Background: an optimization exercise with open tools, aiming at small area, a short achievable clock period and few clock cycles per item. Do not read the settings as production practice.
Only simulation tests tie the RTL to the original design; equivalence was not proved.
Power and IR drop assume default switching activity.

## run.sh

```bash
#!/bin/bash
# synth_recipe.tcl (not shown) runs the flow's synth.tcl, then flattens the netlist and writes it again
# the make line also repeats each setting of config.mk as NAME=value (left out here)
make -C /OpenROAD-flow-scripts/flow DESIGN_CONFIG=/design/flow/config.mk WORK_HOME=/design/flow/orfs CLKGATE_MAP_FILE= SYNTH_SCRIPT=/design/flow/synth_recipe.tcl finish
```

## config.mk

```make
export PLATFORM = sky130hd
export DESIGN_NAME = flash_log_item_directory
export DESIGN_NICKNAME = flash_log_item_directory
export VERILOG_FILES = /design/flow/design.v
export SDC_FILE = /design/flow/constraint.sdc
export NUM_CORES = 4
export LEC_CHECK = 0
export CAP_MARGIN = 20
export CORE_MARGIN = 2
export CORE_UTILIZATION = 40
export SETUP_SLACK_MARGIN = 5
export SLEW_MARGIN = 20
export TNS_END_PERCENT = 100
```

## constraint.sdc

```tcl
create_clock -name core_clock -period 8.0 [get_ports {i_clk}]
set_input_delay 1.6000 -clock core_clock [delete_from_list [all_inputs] [get_ports {i_clk}]]
set_output_delay 1.6000 -clock core_clock [all_outputs]
set_load 0.01 [all_outputs]
```

## design.v

```verilog
module flash_log_item_directory #(
    parameter int ENTRY_COUNT = 35
) (
    input  logic        i_clk,
    input  logic        i_rst_n,
    input  logic        i_s_axis_tvalid,
    output logic        o_s_axis_tready,
    input  logic [63:0] i_s_axis_tdata,   
    input  logic [1:0]  i_s_axis_tuser,   
    output logic        o_m_axis_tvalid,
    input  logic        i_m_axis_tready,
    output logic [47:0] o_m_axis_tdata,   
    output logic [1:0]  o_m_axis_tuser    
);
    localparam int N = ENTRY_COUNT;
    localparam logic [1:0] OP_RECORD     = 2'd0;
    localparam logic [1:0] OP_LOOKUP     = 2'd1;
    localparam logic [1:0] OP_INVALIDATE = 2'd2;
    logic [N-1:0][7:0]  r_id;
    logic [N-1:0][23:0] r_addr;
    logic [N-1:0][23:0] r_len;
    logic [N-1:0]       r_vld;    
    logic [N-1:0]       r_ge;     
    logic [N-1:0]       w_we;
    logic               w_v;      
    logic               w_chi;
    logic [N-1:0]       w_a, w_b;
    logic [7:0]         w_id;
    logic [23:0]        w_addr;
    logic [23:0]        w_len;
    logic               w_idff;
    logic        q_v;
    logic        q_rec, q_lk, q_inv, q_keyff;
    logic [7:0]  q_id;
    logic [7:0]  q_blk;
    logic        q_en;
    logic [23:0] q_addr;
    logic [23:0] q_len;
    logic         k_v;
    logic [1:0]   k_f;
    logic [N-1:0] k_sel;
    logic [N-1:0] k_a, k_b;       
    logic        o_v, o1_v, o_rdy;
    logic [49:0] o_d, o1_d;
    logic        fire;
    logic        drain;
    logic        take;
    logic        n_q_v, n_o1_v;
    assign fire            = q_v & ~o1_v;
    assign drain           = k_v & ~o1_v;
    assign take            = o_v & i_m_axis_tready;
    assign o_s_axis_tready = o_rdy;           
    assign q_en            = ~q_v | ~o1_v;
    assign o_m_axis_tvalid = o_v;
    assign o_m_axis_tdata  = o_d[47:0];
    assign o_m_axis_tuser  = o_d[49:48];
    logic [N-1:0] eq, beq, idff, cand, lm, clr, bsel;
    logic [N-1:0] c_hi, c_sel_hi, c_sel_all, l_lo, l_sel_lo, l_sel_all, vld;
    logic         w_eq, w_beq;
    logic         any_c, any_chi, any_l, any_llo, sel_empty;
    logic [47:0]  lk_data;
    logic [1:0]   res_f;
    logic [49:0]  res;
    assign w_eq  = (w_id == q_id);
    assign w_beq = (w_addr[23:16] == q_blk);
    always_comb begin
        for (int p = 0; p < N; p++) begin
            vld[p]  = r_vld[p] | w_we[p];
            eq[p]   = w_we[p] ? w_eq   : (r_id[p] == q_id);
            beq[p]  = w_we[p] ? w_beq  : (r_addr[p][23:16] == q_blk);
            idff[p] = w_we[p] ? w_idff : &r_id[p];
            cand[p] = ~vld[p] | idff[p] | eq[p];
            lm[p]   = q_lk & (vld[p] ? eq[p] : q_keyff);
            clr[p]  = vld[p] & ~idff[p] & beq[p];
            bsel[p] = r_ge[p] & ((p == 0) ? 1'b1 : ~r_ge[(p == 0) ? 0 : p - 1]);
        end
        c_hi = cand & r_ge;
        l_lo = lm & ~r_ge;
        any_c   = |cand;
        any_chi = |c_hi;
        any_l   = |lm;
        any_llo = |l_lo;
        for (int p = 0; p < N; p++) begin
            logic below_hi, below_c;
            below_hi = 1'b0;
            below_c  = 1'b0;
            for (int k = 0; k < p; k++) begin
                below_hi |= c_hi[k];
                below_c  |= cand[k];
            end
            c_sel_hi[p]  = c_hi[p] & ~below_hi;
            c_sel_all[p] = any_c ? (cand[p] & ~below_c) : bsel[p];
        end
        for (int p = 0; p < N; p++) begin
            logic above_lo, above_l;
            above_lo = 1'b0;
            above_l  = 1'b0;
            for (int k = p + 1; k < N; k++) begin
                above_lo |= l_lo[k];
                above_l  |= lm[k];
            end
            l_sel_lo[p]  = l_lo[p] & ~above_lo;
            l_sel_all[p] = lm[p] & ~above_l & ~any_llo;
        end
        res_f = {q_rec & ~any_c, any_l};
        lk_data = '0;
        for (int p = 0; p < N; p++) begin
            lk_data |= {r_len[p], r_addr[p]} & {48{k_sel[p]}};
        end
        k_sel     = k_a | k_b;
        sel_empty = |(k_sel & ~r_vld);
        lk_data  |= {48{sel_empty}};
        res = {k_f, lk_data};
    end
    always_ff @(posedge i_clk) begin
        for (int p = 0; p < N; p++) begin
            if (w_we[p]) begin
                r_id[p]   <= w_id;
                r_addr[p] <= w_addr;
                r_len[p]  <= w_len;
            end
        end
        w_id   <= q_id;
        w_addr <= q_addr;
        w_len  <= q_len;
        w_idff <= q_keyff;
    end
    assign w_we = {N{w_v}} & (w_chi ? w_a : w_b);
    always_ff @(posedge i_clk) begin
        w_chi <= any_chi;
        w_a   <= c_sel_hi;
        w_b   <= c_sel_all;
    end
    always_ff @(posedge i_clk) begin
        if (!i_rst_n) begin
            r_vld <= '0;
            r_ge  <= '1;
            w_v   <= 1'b0;
        end else begin
            w_v   <= fire & q_rec;
            r_vld <= vld & ~((fire & q_inv) ? clr : '0);
            if (fire & q_rec & ~any_c)
                r_ge <= (r_ge & ~bsel) | {N{bsel[N-1]}};
        end
    end
    always_ff @(posedge i_clk) begin
        if (q_en) begin
            q_rec   <= (i_s_axis_tuser == OP_RECORD);
            q_lk    <= (i_s_axis_tuser == OP_LOOKUP);
            q_inv   <= (i_s_axis_tuser == OP_INVALIDATE);
            q_keyff <= &i_s_axis_tdata[7:0];
            q_id    <= i_s_axis_tdata[7:0];
            q_blk   <= i_s_axis_tdata[63:56];
            q_addr  <= i_s_axis_tdata[31:8];
            q_len   <= i_s_axis_tdata[55:32];
        end
    end
    always_ff @(posedge i_clk) begin
        if (!o1_v) begin
            k_f   <= res_f;
            k_a   <= l_sel_lo;
            k_b   <= l_sel_all;
        end
        if (!o_v | take)
            o_d <= o1_v ? o1_d : res;
        if (!o1_v)
            o1_d <= res;
    end
    assign n_q_v  = (i_s_axis_tvalid & q_en) | (q_v & ~fire);
    assign n_o1_v = o1_v ? ~take : (drain & o_v & ~take);
    always_ff @(posedge i_clk) begin
        if (!i_rst_n) begin
            q_v   <= 1'b0;
            k_v   <= 1'b0;
            o_v   <= 1'b0;
            o1_v  <= 1'b0;
            o_rdy <= 1'b1;
        end else begin
            q_v   <= n_q_v;
            k_v   <= fire | (k_v & o1_v);
            o_v   <= o1_v | drain | (o_v & ~take);
            o1_v  <= n_o1_v;
            o_rdy <= ~n_q_v | ~n_o1_v;
        end
    end
endmodule
```

==> run notes, run 1 <==
CTS root buffer=clkbuf_16; Setup Total Neg Slack=0 ns; # IOs=122; min-delay src=q_len[0]; wire per inst=40.4 um; R2R setup slack=around 4.5 ns; Post-Syn Area=between 90000 and 100000 sq um; Mapped Nets=~6000; CTS max path bufs=3; Cell variety after synth=96; Post-synth EDFFs=roughly 2200; clock-pin slew on the worst setup and hold paths=0.06 ns; Port Buffers=between 100 and 150; first-pass GRT wire length=roughly 520000 um; status=timing/DRC/antenna clean; FF-to-FF Start=w_chi; CTS Sinks=2404; CTS tree=built; leak pwr=between 0.03 and 0.04 uW; ranking of synthesized cells by area=edfxtp_1 69%, dfxtp_1 5.5%, xnor2_1 4.2%; hold path endpoint=w_len[0]; Residual DRC=0; critical path required time=8.87 ns; hold crit path type=flip-flop to flip-flop; initial antenna violation count=29; Num CTS Buffers=around 230; Fin. Hold Viols=0; worst reg-to-reg path cell count=12; Pwr per Cell Area=between 200 and 250 nW/um^2; H-tree depth=4; Detail Route Antenna Nets=0; final global-route overflow total=0; sequential area share after synthesis=about three quarters; share of the synthesized area in the top cell type=69.3%; Yosys top cell by area=edfxtp_1; Syn Inst Count=5800; RSZ-0062 raised after global routing=yes; Final #Nets=~6500; critical path type=flip-flop to flip-flop; Critical Path Start=w_chi; WHS Path Cells=0; hold_buf cts=0; most frequent cells in the layout=2150 x edfxtp_1, 434 x xnor2_1, 420 x a22oi_1; CP Data Arrival Time=around 4.3 ns; worst vdd ir=between 0.0002 and 0.00025 V; Routability Congestion=approximately 0.99; Setup violations, final=0; Max-Cap Viols=0; Post-Place Cells=slightly below 9000; Startpoint Class=flip-flop; detailed router's first-iteration violation count=12000; fin worst setup slack=4.54 ns; Final Slew Violations=0; core area=232000 sq um; largest net degree at the start of global routing=between 50 and 60; end of the worst register-to-register path=r_ge[6]; Worst slew margin=~18%; FMAX=289 MHz; die span in y=486 um; total track usage=around a third; final hold slack=roughly 0.33 ns; fin cells=around 9700; area grow syn2layout=23.4%; predominant post-synthesis flop cell=edfxtp_1; setup slack at placement=2.72 ns; crit path time final=3.46 ns; number of global-route vias before repair=about 60000; cell row count=177; Avg Cell Area, Syn=between 15 and 20 sq um; die width=between 400 and 500 um; Max FO, Critical Path=8; Yosys warnings=1; hpwl dp=~200000 um; Clock Latency Late Sink=between 0.9 and 1 ns; Seq cells post-synth=2404; most common cell after layout, fill and taps aside=edfxtp_1; final wirelength=between 300000 and 400000 um; Starting Density=about two fifths; final period utilization=43.3%; post-DR vias/cell=6.61; Post-Route Skew=roughly 0.074 ns; Async SR Flop Fraction=0%; TritonRoute pass-1 iters=13; Worst-Margin Slew=1.22 ns; share of layout cells above drive strength 1=a little under a quarter; die area=237000 sq um; vias=64000; Critical Path End Type=flip-flop
==> critical path, cell delays in order (launching register included) <==
cell,delay (ns)
dfxtp_4,0.37
buf_12,0.15
buf_12,0.12
buf_6,0.11
mux2_4,0.30
a221o_2,0.37
o21bai_4,0.20
a222oi_1,0.36
and4_4,0.38
nand4_4,0.22
buf_16,0.23
o31a_4,0.44
nand2_2,0.10
==> power by group <==
part	total, uW	internal (uW)	leakage [uW]	switching, uW
combinational	1600	576	0.0116	1030
sequential	14200	14000	0.0218	229
clock	11400	6410	0.00388	4970
==> what timing repair did <==
item,in CTS,in global routing
buffers inserted,267,107
endpoints found under the setup margin,1401,301
gates cloned,62,9
gates resized for setup,806,241
pin swaps,173,112
==> worst max path at each step <==
stage	end	slack, ns	cells after the start
2_1_floorplan	r_ge[30]	4.42	12
6_report	r_ge[6]	4.54	12
3_3_place_gp	r_ge[3]	2.78	10
4_1_cts	o_m_axis_tdata[0]	4.61	1
3_5_place_dp	r_ge[3]	2.72	11
5_1_grt	r_ge[22]	4.49	13
==> cells by family after synthesis <==
| logic type | count (synthesis) | share of synthesized area (%) |
|---|---|---|
| buffers and inverters | 446 | 1.98 |
| DFF | 2404 | 74.8 |
| AOI/OAI and AO/OA | 1238 | 10.7 |
| and+or+nand+nor | 1098 | 6.66 |
| muxes | 38 | 0.454 |
| xor gates and xnor gates | 576 | 5.42 |
==> Yosys cell counts (all sizes together) (38+ instances only) <==
cell        n
a221oi    186
a222oi     56
a22o      188
a22oi     428
a2bb2oi    38
and2       38
buf       110
clkbuf    230
dfxtp     254
edfxtp   2150
inv       105
nand2     143
nand3      77
nand4     315
nor2      140
nor3      102
nor4      125
o211ai     46
o21ai      63
or2        45
xnor2     447
xor2      129
==> per-stage QoR <==
| stage | total power (uW) | area [sq um] | util [%] |
|---|---|---|---|
| global placement | 15800 | 98400 | 42.4 |
| finish | 27200 | 115000 | 49.5 |
| detailed placement | 15800 | 98400 | 42.4 |
| CTS | 27100 | 113000 | 48.5 |
| floorplan | 15000 | 93600 | - |
| global route | 27700 | 115000 | 49.5 |
==> routing by layer <==
layer | share of wire, % | vias up | track usage (%)
met3 | 13 | 1162 | 8.04
met4 | 7.6 | 30 | 19.5
li1 | - | 24800 | -
met2 | 43 | 5302 | 47.3
met1 | 36 | 32700 | 42.0
met5 | 0.049 | - | 0.225
==> final cells by class <==
type                       count  area (sq um)
antenna                       13          32.5
clock buffer                 321          6560
clock inverter               121          1380
fill                       19200        117000
inverter                     106           492
multi-input combinational   2977         25400
sequential                  2404         69700
tap                         3043          3810
timing repair buffer         688          7490
timing repair inverter         5          31.3
==> sequential cells by signal (all words and copies together) (netlist names), 24 cells and up, named ones only <==
register,count
w_addr,24
r_len,840
w_len,24
r_addr,840
r_ge,35
w_a,35
q_addr,24
r_vld,35
o_d,50
k_a,35
k_b,35
r_id,280
o1_d,50
w_b,35
q_len,24
Testbench counts, summed over its fixed seeds: cycles 4,824, items 4,800.
==> run 2, diff against run 1 <==
--- a/config.mk
+++ b/config.mk
@@ -10,3 +10,3 @@
 export CORE_UTILIZATION = 40
-export SETUP_SLACK_MARGIN = 5
+export SETUP_SLACK_MARGIN = 4.5
 export SLEW_MARGIN = 20
==> run notes, run 2 <==
status=timing/DRC/antenna clean; CTS Sinks=2404 (unchanged); Worst slew margin=23.1% (+5.0 points); slowest CP cell=a222oi_1; fill count=19800 (+3.3%); critical path type=flip-flop to flip-flop; Fin. Hold Viols=0 (unchanged); Routability Congestion=0.972 (-1.7%); Startpoint Class=flip-flop; first-pass GRT wire length=479000 um (-7.0%); ranking of synthesized cells by area=edfxtp_1 69%, dfxtp_1 5.5%, xnor2_1 4.2%; largest net degree at the start of global routing=66 (+29%); Num CTS Buffers=227 (-2.6%); hold crit path type=flip-flop to flip-flop; Cell Chain, Critical Path=or2_4, buf_4, buf_4, a222oi_1, nand4_1, nor3_2, a2bb2oi_1; predominant post-synthesis flop cell=edfxtp_1; most common cell after layout, fill and taps aside=edfxtp_1; top flop regs=r_addr: 840 flops, r_len: 840 flops, r_id: 280 flops; Post-synth EDFFs=2150 (unchanged); CP peak stage delay=0.71 ns (+0.27 ns); # IOs=122 (unchanged); Yosys top cell by area=edfxtp_1; Setup violations, final=0 (unchanged); Worst-Margin Slew=1.15 ns (-0.0670 ns); Starting Density=40.1% (unchanged); CTS tree=built; final global-route overflow total=0 (unchanged); H-tree depth=4 (unchanged); Cell variety after synth=96 (unchanged); Buf/Inv on CP=2 (-2); Final Slew Violations=0 (unchanged); fin cells=9349 (-3.4%); Critical Path End Type=flip-flop; post-DR vias/cell=6.54 (-1.2%); Mapped Nets=5870 (unchanged); CTS max path bufs=3 (unchanged); leak pwr=0.0345 uW (-7.5%); dpl cell area=98200 sq um (-0.20%); Comb power frac=5.4% (-0.5 points); Yosys warnings=1 (unchanged); Crit path max-delay family=simple AND/OR/NAND/NOR gates; die width=486 um (unchanged); number of global-route vias before repair=57100 (-4.5%); Port Buffers=121 (unchanged); share of the synthesized area in the top cell type=69.3% (unchanged); Detail Route Antenna Nets=0 (unchanged); design area=108000 sq um (-5.7%); clock-pin slew on the worst setup and hold paths=0.06 ns (about the same); die area=237000 sq um (unchanged); clock share of power=41.4% (-0.5 points); FMAX=281 MHz (-2.5%); Reg area=69700 sq um (about the same); Post-Route Skew=0.0633 ns (-0.0110 ns); internal power=20700 uW (-1.1%); share of layout cells above drive strength 1=14.5% (-8.8 points); hpwl dp=199000 um (about the same); Post-Syn Area=93100 sq um (unchanged); core area=232000 sq um (unchanged); Commonest cells post-synth=2150 x edfxtp_1, 447 x xnor2_1, 428 x a22oi_1, 311 x nand4_1, 254 x dfxtp_1; CP Data Arrival Time=4.12 ns (-0.22 ns); register share of total power=53.2% (+1.0 points); Seq cells post-synth=2404 (unchanged); wire per inst=38.2 um (-5.4%); Syn Inst Count=5800 (unchanged); total track usage=29.2% (-2.6 points); switching power=5990 uW (-3.8%); final wirelength=357000 um (-8.6%); detailed router's first-iteration violation count=11300 (-5.9%); area grow syn2layout=16.4%; Residual DRC=0 (unchanged); die span in y=486 um (unchanged); Final #Nets=6165 (-4.9%); hold_buf cts=0 (unchanged); most used cell, CP=buf_4; vias=61100 (-4.5%); switching fraction of total power=22.4% (-0.47 points); crit path time final=3.55 ns (+0.0884 ns); Post-Place Cells=8773 (-0.057%); RSZ-0062 raised after global routing=yes; initial antenna violation count=19 (-34%); TritonRoute pass-1 iters=9 (-4); sequential area share after synthesis=74.8% (unchanged); most frequent cells in the layout=2150 x edfxtp_1, 445 x xnor2_1, 424 x a22oi_1; critical path required time=8.57 ns (-0.30 ns); multi-input logic area=22800 sq um (-10%); final period utilization=44.4% (+1.1 points); cell row count=177 (unchanged); Avg Cell Area, Syn=16.1 sq um (unchanged); Setup Total Neg Slack=0 ns (unchanged); Pwr per Cell Area=246 nW/um^2 (+4.2%); CTS root buffer=clkbuf_16; worst vdd ir=0.000221 V (-4.1%); Clock Latency Late Sink=0.91 ns (-0.04 ns); Max FO, Critical Path=25 (+17); Max-Cap Viols=0 (unchanged); most instantiated library cell after synthesis=edfxtp_1; Async SR Flop Fraction=0% (unchanged)
==> run 2: cell count changes in the layout (fill, tap and decap cells not counted), moves of 17 or more <==
cell,before,now
nor4_1,62,107
nor4_4,37,8
nor3_1,48,94
buf_12,63,30
buf_4,357,207
clkdlybuf4s50_1,69,111
buf_16,24,6
buf_6,88,6
nor3_4,27,3
buf_2,48,4
nor3_2,27,5
nor2_1,109,127
bufbuf_16,18,1
==> run 2: through the flow <==
step                      utilization [%]  setup slack, ns  power [uW]  hold WS, ns
after detailed placement             42.3             2.65       15800        0.327
after floorplan                         -             4.42       15000        0.323
after CTS                            46.3             4.48       26700        0.336
after global routing                 46.7             4.42       27300        0.348
after global placement               42.3             2.76       15800        0.324
final                                46.7             4.45       26700        0.337
==> run 2: power by group through the flow <==
stage,Combinational (uW),Clock (uW),Sequential [uW]
after floorplan,602,0,14400
after global placement,1380,0,14400
after detailed placement,1380,0,14500
after CTS,1400,11100,14200
after global routing,1500,11600,14200
final,1450,11100,14200
==> run 2: layout make-up <==
class / count / share of cell area (%)
flip-flops and latches: 2404 / 64.3
well taps: 3043 / 3.51
clock inverters: 130 / 1.21
inverters: 106 / 0.447
diodes: 7 / 0.0162
multi-input cells: 2965 / 21.1
repair inverters: 5 / 0.0289
repair buffers: 386 / 3.56
clock buffers: 303 / 5.86
==> run 2: repair_timing <==
action	4_1_cts	5_1_grt
gates cloned	17	8
setup buffers	77	33
pin swaps	30	32
endpoints found under the setup margin	521	144
gates resized for setup	167	93
==> run 2: metal layers <==
layer | up-vias | routed length, um | global-route usage, %
met1 | 31600 | 136000 | 40.4
met5 | - | 76 | 0
met4 | 12 | 18000 | 13.5
met3 | 744 | 42900 | 5.69
met2 | 4645 | 161000 | 44.7
li1 | 24100 | - | -
==> run 2: cells by family after synthesis <==
group | synth area share, %
simple gates | 6.66
buf+inv | 1.98
flops | 74.8
mux | 0.454
compound gates | 10.7
xor+xnor | 5.42
==> run 2: path summary, 6_finish.rpt <==
kind,cells after the start,slack [ns],endpoint,start
worst min-delay path,0,0.34,w_addr[2],q_addr[2]
worst min register to register,0,0.34,w_addr[2],q_addr[2]
worst max register to register,7,4.45,o_d[17],k_b[10]
worst max-delay path,7,4.45,o_d[17],k_b[10]
==> run 2: worst reg2reg max path, cell delays in order, from the launching register on <==
cell and delay (ns):
edfxtp_1 0.41, or2_4 0.26, buf_4 0.36, buf_4 0.49, a222oi_1 0.72, nand4_1 0.29, nor3_2 0.52, a2bb2oi_1 0.17
==> run 3, diff against run 2 <==
--- a/config.mk
+++ b/config.mk
@@ -10,4 +10,4 @@
 export CORE_UTILIZATION = 40
-export SETUP_SLACK_MARGIN = 4.5
+export SETUP_SLACK_MARGIN = 5
 export SLEW_MARGIN = 20
-export TNS_END_PERCENT = 100
+export TNS_END_PERCENT = 30
==> run notes, run 3 <==
CP Data Arrival Time=1.89 ns (-2.23 ns); Post-Syn Area=93100 sq um (unchanged); most instantiated library cell after synthesis=edfxtp_1; worst vdd ir=0.000250 V (+13%); Seq cells post-synth=2404 (unchanged); Async SR Flop Fraction=0% (unchanged); Avg Cell Area, Syn=16.1 sq um (unchanged); fin cells=9597 (+2.7%); Routability Congestion=1.03 (+6.1%); leak pwr=0.0365 uW (+6.0%); setup slack at placement=2.68 ns (+0.0290 ns); CTS Sinks=2404 (unchanged); Worst slew margin=18.4% (-4.7 points); top flop regs=r_addr: 840 flops, r_len: 840 flops, r_id: 280 flops; cell row count=177 (unchanged); Cell Chain, Critical Path=buf_2; post-DR vias/cell=6.69 (+2.3%); share of layout cells above drive strength 1=21.1% (+6.6 points); final global-route overflow total=0 (unchanged); Max FO, Critical Path=1 (-96%); Setup violations, final=0 (unchanged); Fin. Hold Viols=0 (unchanged); final period utilization=43.6% (-0.78 points); Syn Inst Count=5800 (unchanged); Yosys warnings=1 (unchanged); initial antenna violation count=24 (+5); Setup Total Neg Slack=0 ns (unchanged); CTS tree=built; die area=237000 sq um (unchanged); crit path time final=3.49 ns (-0.0627 ns); Cell variety after synth=96 (unchanged); core area=232000 sq um (unchanged); vias=64200 (+5.1%); Final Slew Violations=0 (unchanged); Num CTS Buffers=228 (+0.44%); first-pass GRT wire length=505000 um (+5.4%); clock-pin slew on the worst setup and hold paths=0.06 ns (about the same); die span in y=486 um (unchanged); Post-synth EDFFs=2150 (unchanged); Buf/Inv on CP=1 (-1); Starting Density=40.1% (unchanged); Post-Place Cells=8772 (-0.011%); Pwr per Cell Area=238 nW/um^2 (-3.3%); H-tree depth=4 (unchanged); FMAX=287 MHz (+1.8%); Detail Route Antenna Nets=0 (unchanged); share of the synthesized area in the top cell type=69.3% (unchanged); Residual DRC=0 (unchanged); RSZ-0062 raised after global routing=yes; number of global-route vias before repair=59400 (+4.0%); CTS root buffer=clkbuf_16; Post-Route Skew=0.0783 ns (+0.0150 ns); slowest CP cell=edfxtp_1; ranking of synthesized cells by area=edfxtp_1 69%, dfxtp_1 5.5%, xnor2_1 4.2%; total track usage=31.1% (+1.9 points); status=timing/DRC/antenna clean; Port Buffers=121 (unchanged); most frequent cells in the layout=2150 x edfxtp_1, 434 x xnor2_1, 419 x a22oi_1; TritonRoute pass-1 iters=7 (-2); dpl cell area=98400 sq um (+0.13%); Clock Latency Late Sink=0.94 ns (+0.03 ns); Final #Nets=6406 (+3.9%); total power=27000 uW (+1.2%); hold crit path type=flip-flop to flip-flop; hpwl dp=197000 um (-0.83%); area grow syn2layout=21.7%; CTS max path bufs=3 (unchanged); hold_buf cts=0 (unchanged); fin worst setup slack=4.51 ns (+0.0627 ns); Commonest cells post-synth=2150 x edfxtp_1, 447 x xnor2_1, 428 x a22oi_1, 311 x nand4_1, 254 x dfxtp_1; final wirelength=382000 um (+6.9%); sequential area share after synthesis=74.8% (unchanged); Max-Cap Viols=0 (unchanged); Startpoint Class=flip-flop; Mapped Nets=5870 (unchanged); design area=113000 sq um (+4.6%); # IOs=122 (unchanged); CP peak stage delay=0.75 ns (+0.04 ns); most common cell after layout, fill and taps aside=edfxtp_1; wire per inst=39.8 um (+4.1%); Critical Path End Type=output port; die width=486 um (unchanged); detailed router's first-iteration violation count=12300 (+9.2%); largest net degree at the start of global routing=73 (+11%); critical path required time=6.40 ns (-2.17 ns); Yosys top cell by area=edfxtp_1; Worst-Margin Slew=1.21 ns (+0.0625 ns); predominant post-synthesis flop cell=edfxtp_1; critical path type=flip-flop to output port; Crit path max-delay family=flip-flops
[run 3: stage by stage]
step	util (%)	hold slack, ns
floorplan	-	0.323
global placement	42.4	0.323
detailed placement	42.4	0.327
CTS	48.2	0.341
global route	48.8	0.343
finish	48.8	0.339
[run 3: cells by family after synthesis]
logic type             synth area share [%]
AND/OR/NAND/NOR                        6.66
flip-flops                             74.8
XOR/XNOR                               5.42
multiplexers                          0.454
AO/OA/AOI/OAI                          10.7
buffers and inverters                  1.98
[run 3: layout make-up]
cell class / instances / area (sq um)
diodes: 16 / 40.0
clock buffers: 313 / 6350
clock inverters: 119 / 1350
fillers: 19200 / 119000
inverters: 106 / 484
multi-input cells: 2971 / 24800
flip-flops and latches: 2404 / 69700
well taps: 3043 / 3810
repair buffers: 620 / 6780
repair inverters: 5 / 30.0
[run 3: power by group]
part	total, uW	internal (uW)	leakage (uW)	switching (uW)
registers	14200	14000	0.0218	251
logic	1600	593	0.0110	1010
clock network	11200	6340	0.00375	4850
[run 3: final timing paths]
| kind | from | to | slack, ns | depth (start not counted) |
|---|---|---|---|---|
| hold reg to reg | q_len[19] | w_len[19] | 0.34 | 0 |
| hold / removal | q_len[19] | w_len[19] | 0.34 | 0 |
| setup reg to reg | w_v | r_ge[7] | 4.54 | 14 |
| setup / recovery | o_d[28] | o_m_axis_tdata[28] | 4.51 | 1 |
[run 3: timing repair]
action | in CTS | in global routing
resized for setup | 582 | 194
pin swaps | 122 | 99
cloned | 57 | 8
buffers inserted | 241 | 71
endpoints found under the setup margin | 1261 | 330
hold endpoints to repair | 0 | 0
[run 3: metal layers]
| layer | wire, um | GRT usage (%) | vias up |
|---|---|---|---|
| met5 | 115 | 0 | - |
| met4 | 26700 | 17.7 | 18 |
| met3 | 54100 | 9.23 | 1195 |
| met2 | 165000 | 46.3 | 5669 |
| met1 | 136000 | 40.6 | 32600 |
| li1 | - | - | 24700 |
==> run 4, diff against run 3 <==
--- a/design.v
+++ b/design.v
@@ -41,3 +41,4 @@
     logic [N-1:0] k_sel;
-    logic [N-1:0] k_a, k_b;       
+    logic         k_lo;           
+    logic [N-1:0] k_a, k_b;
     logic        o_v, o1_v, o_rdy;
@@ -102,3 +103,3 @@
             l_sel_lo[p]  = l_lo[p] & ~above_lo;
-            l_sel_all[p] = lm[p] & ~above_l & ~any_llo;
+            l_sel_all[p] = lm[p] & ~above_l;
         end
@@ -109,3 +110,3 @@
         end
-        k_sel     = k_a | k_b;
+        k_sel     = k_lo ? k_a : k_b;
         sel_empty = |(k_sel & ~r_vld);
@@ -160,2 +161,3 @@
             k_f   <= res_f;
+            k_lo  <= any_llo;
             k_a   <= l_sel_lo;
==> flow/run.sh (new file) <==
#!/bin/bash
# The standard layout (standard synthesis, floorplan, placement, CTS, routing),
# with two changes to how it is made:
#  - the port buffers are sky130_fd_sc_hd__buf_4 rather than the delay cell
#    buffer_ports picks by default (every port still gets its own buffer);
#  - timing repair may resize a cell to one of another footprint.
set -euo pipefail
export BUFFER_PORTS_ARGS="-buffer_cell sky130_fd_sc_hd__buf_4"
bash standard.sh MATCH_CELL_FOOTPRINT=0 finish > standard.log 2>&1
==> standard.sh (new file) <==
#!/bin/bash
# synth_recipe.tcl (not shown) runs the flow's synth.tcl, then flattens the netlist and writes it again
# the make line also repeats each setting of config.mk as NAME=value (left out here)
make -C /OpenROAD-flow-scripts/flow DESIGN_CONFIG=/design/flow/config.mk WORK_HOME=/design/flow/orfs CLKGATE_MAP_FILE= SYNTH_SCRIPT=/design/flow/synth_recipe.tcl "${@:-finish}"
--- a/config.mk
+++ b/config.mk
@@ -10,4 +10,4 @@
 export CORE_UTILIZATION = 40
-export SETUP_SLACK_MARGIN = 5
+export SETUP_SLACK_MARGIN = 4.5
 export SLEW_MARGIN = 20
-export TNS_END_PERCENT = 30
+export TNS_END_PERCENT = 5
removed: run.sh
==> run notes, run 4 <==
status=timing/DRC/antenna clean; Final Slew Violations=0 (unchanged); share of the synthesized area in the top cell type=69.6% (+0.22 points); Starting Density=40.3% (+0.20 points); dpl cell area=97900 sq um (-0.50%); Pwr per Cell Area=246 nW/um^2 (+3.2%); first-pass GRT wire length=491000 um (-2.7%); TritonRoute pass-1 iters=7 (unchanged); Async SR Flop Fraction=0% (unchanged); fill count=19600 (+2.2%); clock-pin slew on the worst setup and hold paths=0.06 ns (about the same); RSZ-0062 raised after global routing=yes; design area=109000 sq um (-3.8%); Port Buffers=121 (unchanged); Startpoint Class=flip-flop; total track usage=30.2% (-0.88 points); Residual DRC=0 (unchanged); Yosys warnings=1 (unchanged); Critical Path End Type=flip-flop; FMAX=261 MHz (-8.8%); share of layout cells above drive strength 1=17.7% (-3.5 points); Setup violations, final=0 (unchanged); Worst slew margin=9.69% (-8.7 points); CTS tree=built; Clock Latency Late Sink=0.92 ns (-0.02 ns); Cell variety after synth=98 (+2.1%); Commonest cells post-synth=2151 x edfxtp_1, 311 x xnor2_1, 297 x a221oi_1, 293 x a22o_1, 265 x xor2_1; post-DR vias/cell=6.59 (-1.5%); hpwl dp=207000 um (+5.1%); most common cell after layout, fill and taps aside=edfxtp_1; die width=486 um (-0.13%); initial antenna violation count=10 (-58%); hold crit path type=flip-flop to flip-flop; Seq cells post-synth=2405 (+0.042%); wire per inst=39.6 um (-0.50%); hold_buf cts=0 (unchanged); Syn Inst Count=5683 (-2.0%); final hold slack=0.310 ns (-0.0287 ns); most frequent cells in the layout=2151 x edfxtp_1, 378 x buf_4, 307 x xnor2_1; Max-Cap Viols=0 (unchanged); die area=236000 sq um (-0.26%); Num CTS Buffers=236 (+3.5%); predominant post-synthesis flop cell=edfxtp_1; Routability Congestion=0.998 (-3.2%); worst vdd ir=0.000228 V (-8.8%); die span in y=486 um (-0.13%); cell row count=176 (-0.56%); top flop regs=r_addr: 840 flops, r_len: 840 flops, r_id: 280 flops; ranking of synthesized cells by area=edfxtp_1 70%, dfxtp_1 5.5%, xnor2_1 2.9%; Fin. Hold Viols=0 (unchanged); Mapped Nets=5753 (-2.0%); final period utilization=47.8% (+4.2 points); leak pwr=0.0355 uW (-2.6%); Post-synth EDFFs=2151 (+0.047%); crit path time final=3.83 ns (+0.337 ns); Post-Syn Area=92900 sq um (-0.26%); final wirelength=369000 um (-3.4%); Worst-Margin Slew=1.34 ns (+0.128 ns); critical path type=flip-flop to flip-flop; Final #Nets=6132 (-4.3%); CTS max path bufs=3 (unchanged); most instantiated library cell after synthesis=edfxtp_1; sequential area share after synthesis=75.0% (+0.23 points); Avg Cell Area, Syn=16.3 sq um (+1.8%); H-tree depth=4 (unchanged); Max FO, Critical Path=35 (+34); area grow syn2layout=17.4%; detailed router's first-iteration violation count=11100 (-9.9%); total power=26800 uW (-0.68%); Detail Route Antenna Nets=0 (unchanged); vias=61400 (-4.4%); core area=230000 sq um (-0.75%); CTS root buffer=clkbuf_16; Post-Route Skew=0.0564 ns (-0.0219 ns); critical path required time=8.62 ns (+2.22 ns); Yosys top cell by area=edfxtp_1; CTS Sinks=2405 (+0.042%); # IOs=122 (unchanged); number of global-route vias before repair=57400 (-3.3%); largest net degree at the start of global routing=69 (-5.5%); final global-route overflow total=0 (unchanged); CP Data Arrival Time=4.45 ns (+2.56 ns); Setup Total Neg Slack=0 ns (unchanged)
run 4: through the flow:
stage | util, % | setup WS (ns) | cells
4_1_cts | 46.8 | 4.32 | 9238
5_1_grt | 47.3 | 4.23 | 9308
6_report | 47.3 | 4.17 | 9315
2_1_floorplan | - | 3.93 | 5683
3_5_place_dp | 42.5 | 2.71 | 8675
3_3_place_gp | 42.5 | 2.75 | 8675
run 4: worst paths after layout:
kind | startpoint | to | slack, ns | cells past startpoint
max | k_lo | o_d[16] | 4.17 | 7
max reg2reg | k_lo | o_d[16] | 4.17 | 7
min | q_addr[12] | w_addr[12] | 0.31 | 0
min reg2reg | q_addr[12] | w_addr[12] | 0.31 | 0
run 4: report_power, final:
part           switching, uW  internal (uW)  total (uW)  leakage, uW
Combinational            757            446        1200      0.00977
Clock                   4930           6520       11500      0.00392
Sequential               214          13900       14200       0.0219
run 4: critical path, cell delays in order, from the launching register on:
cell and delay (ns):
edfxtp_1 0.37, buf_12 0.32, mux2_4 0.53, buf_4 0.34, a222oi_1 0.75, nand4_1 0.33, nor3_2 0.60, a2bb2oi_1 0.19
run 4: routing by layer:
metal  part of all wire [%]  global-route usage [%]  vias up
met5                 0.0079                       0        -
met4                    5.4                    14.7        4
met3                     13                    7.40      840
met2                     44                    45.2     4856
met1                     38                    41.3    31700
li1                       -                       -    24000
run 4: area by class of cell:
| class | instances | area, sq um | share of cell area, % |
|---|---|---|---|
| Sequential cell | 2405 | 69700 | 63.9 |
| Multi-Input combinational cell | 2883 | 23000 | 21.1 |
| Clock buffer | 332 | 6650 | 6.10 |
| Timing Repair Buffer | 444 | 4030 | 3.70 |
| Tap cell | 3026 | 3790 | 3.47 |
| Clock inverter | 119 | 1350 | 1.24 |
| Inverter | 88 | 435 | 0.399 |
| Antenna cell | 14 | 35.0 | 0.0321 |
| Timing Repair inverter | 4 | 26.3 | 0.0241 |
run 4: cells by family after synthesis:
family / after synthesis / synth area share, %
mux: 72 / 0.858
xor+xnor: 576 / 5.43
compound gates: 1235 / 10.9
simple gates: 984 / 5.92
buf+inv: 411 / 1.83
flops: 2405 / 75.0
run 4: repair_timing:
item	CTS	global route
pin swaps	33	28
gates cloned	21	10
endpoints found under the hold margin	0	0
gates resized for setup	218	112
endpoints found under the setup margin	380	226
setup buffers	91	52
Testbench counts of run 4, summed over its fixed seeds: cycles 4,824, items 4,800.

[separate check: timing with driven ports]
The flow's constraints put no driver on any port. The routed layouts listed below were extracted and timed again, unchanged, in two steps.
Step 1: set_driving_cell puts a clkbuf_16 on i_clk and a buf_2 on each other input, an assumption about the parent block.
Step 2, shift: input delay + t, output delay - t, t = (earliest + latest rising clock arrival at the registers) / 2. This alone moves slack from input paths to output paths.
Three values: ideal, step 1, step 2; two values: the first two.
run	shift t [ns]	slack for setup (ns)	worst setup path after step 2	worst slew at a driven data input, ns
run 1	0.999	4.535 / 4.535 / 4.250	input to register	0.07
run 2	0.964	4.447 / 4.447 / 4.309	input to register	0.05
run 3	0.989	4.510 / 4.418 / 4.376	input to register	0.06
run 4	0.977	4.173 / 4.173 / 4.173	register to register	0.09
After both steps every run listed still meets setup and hold. For run 1, which loses most, drivers alone change the setup slack by 0.000 ns; drivers and shift together by -0.285 ns.
